This is an optimization exercise on Yosys and OpenROAD, whose aim is small area, a short achievable clock period and few clock cycles per item, not a production implementation. At most, simulation tests tie the RTL to the original design; equivalence was not proved.

Design hft_macd_engine_mc, start of the top module:
module hft_macd_engine_mc #(
   parameter int N_CH            = 4,
   parameter int PRICE_W         = 32,
   parameter int FRAC_W          = 16,
   parameter int ALPHA_FAST      = 10181,
   parameter int ALPHA_SLOW      = 4854,
   parameter int ALPHA_SIG       = 13107,
   parameter int HYST            = 0,
   parameter int WARMUP_TICKS    = 26,
   parameter int STOP_LOSS_PTS   = 50,
   parameter int TAKE_PROFIT_PTS = 100
) (
   input  logic                              clk,
   input  logic                              reset,
   input  logic                              tick_valid,
   output logic                              tick_ready,
   input  logic [$clog2(N_CH)-1:0]           tick_ch,
   input  logic signed [PRICE_W-1:0]         tick_price,
   input  logic                              trade_en,
   output logic                              order_valid,
   input  logic                              order_ready,
   output logic [$clog2(N_CH)-1:0]           order_ch,
   output logic [1:0]                        order_side,
  ...
Size in the first run: roughly 77 I/O pins.
Settings: LEC_CHECK=0, ABC_AREA=1, CAP_MARGIN=70, CORE_MARGIN=2, CORE_UTILIZATION=60, CTS_CLUSTER_DIAMETER=120, CTS_CLUSTER_SIZE=25, SLEW_MARGIN=70, SYNTH_HIERARCHICAL=1; clock period 17.0 ns.
run.sh (not shown) runs the stock make flow with config.mk's settings and CLKGATE_MAP_FILE= SYNTH_SCRIPT=/design/flow/synth_recipe.tcl, a recipe that flattens the netlist after the stock synthesis.
The baseline completed without violations.
Testbench counts at the start, summed over its fixed seeds: cycles 24,040, ticks 24,000.
Then changed:
- CAP_MARGIN: 70 -> 60
- SLEW_MARGIN: 70 -> 60
The changed run completed with no timing, DRC or antenna violations.
Via count stays flat.
Sequential cell count does not change.
Cell area drops by 1.1%.
Routed wire length is about the same.
Worst hold slack is better by 0.0047 ns.

---

oak:
hft_macd_engine_mc, a different RTL version from the one above (not shown whole).
For scale: about 9,800 cells after synthesis, ~1,200 flip-flops, ~100,000 um2 of cells after synthesis.
Settings: LEC_CHECK=0, ABC_AREA=1, CAP_MARGIN=60, CORE_MARGIN=2, CORE_UTILIZATION=60, SLEW_MARGIN=60; clock period 17.0 ns.
Testbench counts of oak, summed over its fixed seeds: cycles 24,032, ticks 24,000.
diff inputs: oak => pine
Settings: CAP_MARGIN now 40, was 60; SLEW_MARGIN now 40, was 60; ABC_AREA no longer set, was 1; CORE_UTILIZATION now 40, was 60.
==> comparison <==
Reported for pine and oak, final number of hold-violating endpoints turned out identical to the last digit. Compared to oak, pine has final standard cell count with taps included and fillers excluded about 8% lower. Count of clock-buffer cells in the layout was lower in pine than in oak. Data arrival at the endpoint of the critical path was lower in the run labelled oak. Between pine and oak, area overhead of the layout relative to synthesis is higher for pine, oak comes in under that. Re met1 demand-to-capacity share in global routing: pine and oak aren't equal, and the lower value belongs to pine. Compared with oak, in pine data required time of the critical path now smaller; number of antenna violations at the first check in global routing now larger. Looking at timing-limited maximum frequency across both flows, pine is the weaker of the two, with oak ahead.
Setup changes, pine to birch
Settings: CAP_MARGIN changed from 40 to 60; SLEW_MARGIN changed from 40 to 60; CORE_UTILIZATION changed from 40 to 60.
==> summary.txt <==
- birch closes out successfully: all stages finished, all timing, DRC and antenna checks passed.
- Summary: with pine as the reference, filler-free cell count of the finished design in birch moved down by a little under 10%.
- From pine to birch the numbers moved as follows: clock-pin transition on the worst setup and hold timing paths roughly the same; worst setup slack increased 0.39 ns.
- Lower share of the clock period used by the worst path among pine and birch: birch
- pine → birch: sequential cell area share was more or less identical; global-route usage grew by 10 points.
For maple, these inputs were changed with respect to birch:
Settings: putting ABC_AREA at 1 where nothing was set; putting SYNTH_HIERARCHICAL at 1 where nothing was set.
==> comparison <==
- met2 wire length on maple is up relative to birch.
- Clock-buffer cell count (lower): maple
- Measured against birch, the filler cell count in the final layout of maple comes out at 1.16 times the reference value.
- Hold slack: lower on maple
- maple reports a higher multi-input gate share of total cell area than birch does.
- In maple relative to birch, inserted tap cell count had gone up by a few percent.
- maple: done, clean on timing, DRC and antenna
- When maple is measured against birch, its share of the clock period used by the worst path after layout turns out 5.5 points lower.
- What birch reported for routed wire length has to be multiplied by 1.10 to get the figure for maple.

---

Setup of garnet:
hft_macd_engine_mc again, from the RTL that the note above started with.
// hft_macd_engine_mc
module hft_macd_engine_mc #(
   parameter int N_CH            = 4,
   parameter int PRICE_W         = 32,
   parameter int FRAC_W          = 16,
   parameter int ALPHA_FAST      = 10181,
   parameter int ALPHA_SLOW      = 4854,
   parameter int ALPHA_SIG       = 13107,
   parameter int HYST            = 0,
   parameter int WARMUP_TICKS    = 26,
   parameter int STOP_LOSS_PTS   = 50,
   parameter int TAKE_PROFIT_PTS = 100
) (
   input  logic                              clk,
   input  logic                              reset,
   input  logic                              tick_valid,
   output logic                              tick_ready,
   input  logic [$clog2(N_CH)-1:0]           tick_ch,
   input  logic signed [PRICE_W-1:0]         tick_price,
   input  logic                              trade_en,
   output logic                              order_valid,
   input  logic                              order_ready,
   output logic [$clog2(N_CH)-1:0]           order_ch,
  ...
Settings: LEC_CHECK=0, ABC_AREA=1, CAP_MARGIN=60, CORE_MARGIN=2, CORE_UTILIZATION=40, SLEW_MARGIN=60; clock period 17.0 ns.
Testbench counts of garnet, summed over its fixed seeds: cycles 24,032, ticks 24,000.
For tundra, these inputs were changed with respect to garnet:
--- a/flow/config.mk
+++ b/flow/config.mk
@@ -8 +8 @@
-export ABC_AREA = 1
+export ABC_CLOCK_PERIOD_IN_PS = 7000
- Number of ports placed on the die boundary: garnet vs tundra — no meaningful difference
- tundra vs garnet: count of clock-buffer cells in the layout up by a few percent
- In the flow results for garnet and tundra, the total via count after detailed routing is smaller on tundra.
- When tundra is set beside garnet, its number of non-clock buffers turns out to be about 5% smaller.
- Of garnet and tundra, the run reporting the lower depth of the most critical reg-to-reg path was tundra.
- On tap cell count, the higher figure sits with garnet, not tundra.
- First-pass GRT wire length delta for tundra relative to garnet: 8.4% lower
- Lower initial antenna violation count was reported by tundra, not garnet.
- Compare garnet and tundra | global-route usage lower: tundra
- Critical path depth (higher): garnet
Here is what was changed in the inputs of nickel compared with tundra.
--- a/flow/config.mk
+++ b/flow/config.mk
@@ -8 +7,0 @@
-export ABC_CLOCK_PERIOD_IN_PS = 7000
--- outcome ---
- From tundra to nickel, post-route core utilization did not move at all.
- Final area came out exactly the same in tundra and nickel.
- Comparing tundra against nickel, there is no change at all in via count.
Changes in xenon relative to nickel:
--- a/flow/config.mk
+++ b/flow/config.mk
@@ -10 +10,2 @@
-export CORE_UTILIZATION = 40
+export CORE_UTILIZATION = 60
+export CTS_BUF_LIST = sky130_fd_sc_hd__clkbuf_4 sky130_fd_sc_hd__clkbuf_8
Notes after the runs:
- Changes observed in xenon relative to nickel: design area decreased by 1.5% relative to the old numbers; routed length on met2 decreased by 5.0% relative to the old numbers; final clock period utilization by the worst path decreased by 0.44 points relative to the old numbers.
- Of nickel and xenon, the run reporting the lower utilization of the core after routing was nickel.
- Number of gates on the worst path with buffers counted in xenon is about 4.5% higher than in nickel
- After synthesis and placement, the instance count of xenon is below that of nickel.
- Overall global routing resource usage ended up 10 points higher on xenon than on nickel.

---

hft_macd_engine_mc, a different RTL version from the one above (not shown whole).
For scale: ~7500 cells after synthesis, ~1100 flip-flops, ~77 I/O pins, about 0.094 mm^2 of cells after synthesis.
Settings: LEC_CHECK=0, CAP_MARGIN=60, CORE_MARGIN=2, CORE_UTILIZATION=40, SLEW_MARGIN=60; clock period 17.0 ns.
Next try:
Settings changed: CAP_MARGIN 60 to 20, SLEW_MARGIN 60 to 20.
Effect: The new run ran to the end with no violations; wire length stays flat; design area drops by 1.1%; setup slack got worse by 0.42 ns; synthesized area does not change; die area does not change; clock skew is lower by 0.023 ns; utilization goes down by 0.50 points; final cell count decreases by 0.77%.
No run of this note included a check of the RTL's function; only the layout flow was run.

---

hft_macd_engine_mc, a different RTL version from the one above (not shown whole).
Size: ~0.098 mm2 of cells after synthesis.
// hft_macd_engine_mc
module hft_macd_engine_mc #(
   parameter int N_CH            = 4,
   parameter int PRICE_W         = 32,
   parameter int FRAC_W          = 16,
   parameter int ALPHA_FAST      = 10181,
   parameter int ALPHA_SLOW      = 4854,
   parameter int ALPHA_SIG       = 13107,
   parameter int HYST            = 0,
   parameter int WARMUP_TICKS    = 26,
   parameter int STOP_LOSS_PTS   = 50,
   parameter int TAKE_PROFIT_PTS = 100
) (
   input  logic                              clk,
   input  logic                              reset,
   input  logic                              tick_valid,
   output logic                              tick_ready,
   input  logic [$clog2(N_CH)-1:0]           tick_ch,
   input  logic signed [PRICE_W-1:0]         tick_price,
   input  logic                              trade_en,
   output logic                              order_valid,
   input  logic                              order_ready,
   output logic [$clog2(N_CH)-1:0]           order_ch,
   output logic [1:0]                        order_side,
   output logic signed [PRICE_W-1:0]         order_price
);
make LEC_CHECK=0 ABC_AREA=1 CAP_MARGIN=60 CORE_MARGIN=2 CORE_UTILIZATION=70 CTS_CLUSTER_DIAMETER=120 CTS_CLUSTER_SIZE=25 SLEW_MARGIN=60 SYNTH_HIERARCHICAL=1 finish   # period 17.0 ns
The baseline ran to the end with no violations.
Testbench counts at the start, summed over its fixed seeds: cycles 24,032, ticks 24,000.
Next try:
- CORE_UTILIZATION: 70 -> 60
- CTS_CLUSTER_DIAMETER: 120 -> default
- CTS_CLUSTER_SIZE: 25 -> default
The changed run produced a clean layout.
Final cell count goes up by a few percent.
Synthesized area is unchanged.
Die area goes up by about a fifth.
Clock-buffer cell count goes up by 94.
Clock skew goes down by 0.028 ns.
Setup slack improved by 0.19 ns.
Synthesized cell count does not change.
Cell area goes up by a few percent.
First-iteration DRC count goes down by roughly a tenth.
Via count goes down slightly.

[what the ideal ports hide]
Ports are ideal in the flow. The routed layouts listed here were re-timed in OpenROAD. Step 1 assumes that a clkbuf_16 drives the clock port and a buf_2 every other input. Step 2 moves the port delays by t, midway between the first and last clock arrival at a register: inputs arrive t later, outputs are due t later. That takes back most of the time a late clock gives input paths. a / b / c = ideal ports / drivers / drivers and shift; a / b = the first two.
run	shift t [ns]	setup WS [ns]	worst slew at a driven data input, ns
the first run of note 1	0.832	11.007 / 11.007 / 11.007	0.06
the second run of note 1	0.834	11.028 / 11.028 / 11.028	0.07
oak	0.863	9.988 / 9.988 / 9.185	0.15
pine	0.857	9.216 / 9.216 / 9.216	0.15
birch	0.868	9.608 / 9.608 / 9.608	0.05
maple	0.855	10.546 / 10.546 / 10.123	0.10
garnet	0.874	10.009 / 10.009 / 9.205	0.20
tundra	0.847	9.452 / 9.452 / 9.452	0.17
nickel	0.847	9.452 / 9.452 / 9.452	0.17
xenon	1.008	9.527 / 9.527 / 9.527	0.05
the first run of note 4	0.846	9.010 / 9.010 / 9.010	0.06
the second run of note 4	0.843	8.594 / 8.594 / 8.594	0.05
the first run of note 5	0.801	10.443 / 10.449 / 9.648	0.09
the second run of note 5	0.874	10.633 / 10.633 / 9.943	0.05
After both steps every run listed still meets setup and hold. The setup slack of garnet, which loses most, moves by 0.000 ns with the drivers and by -0.804 ns with both steps.
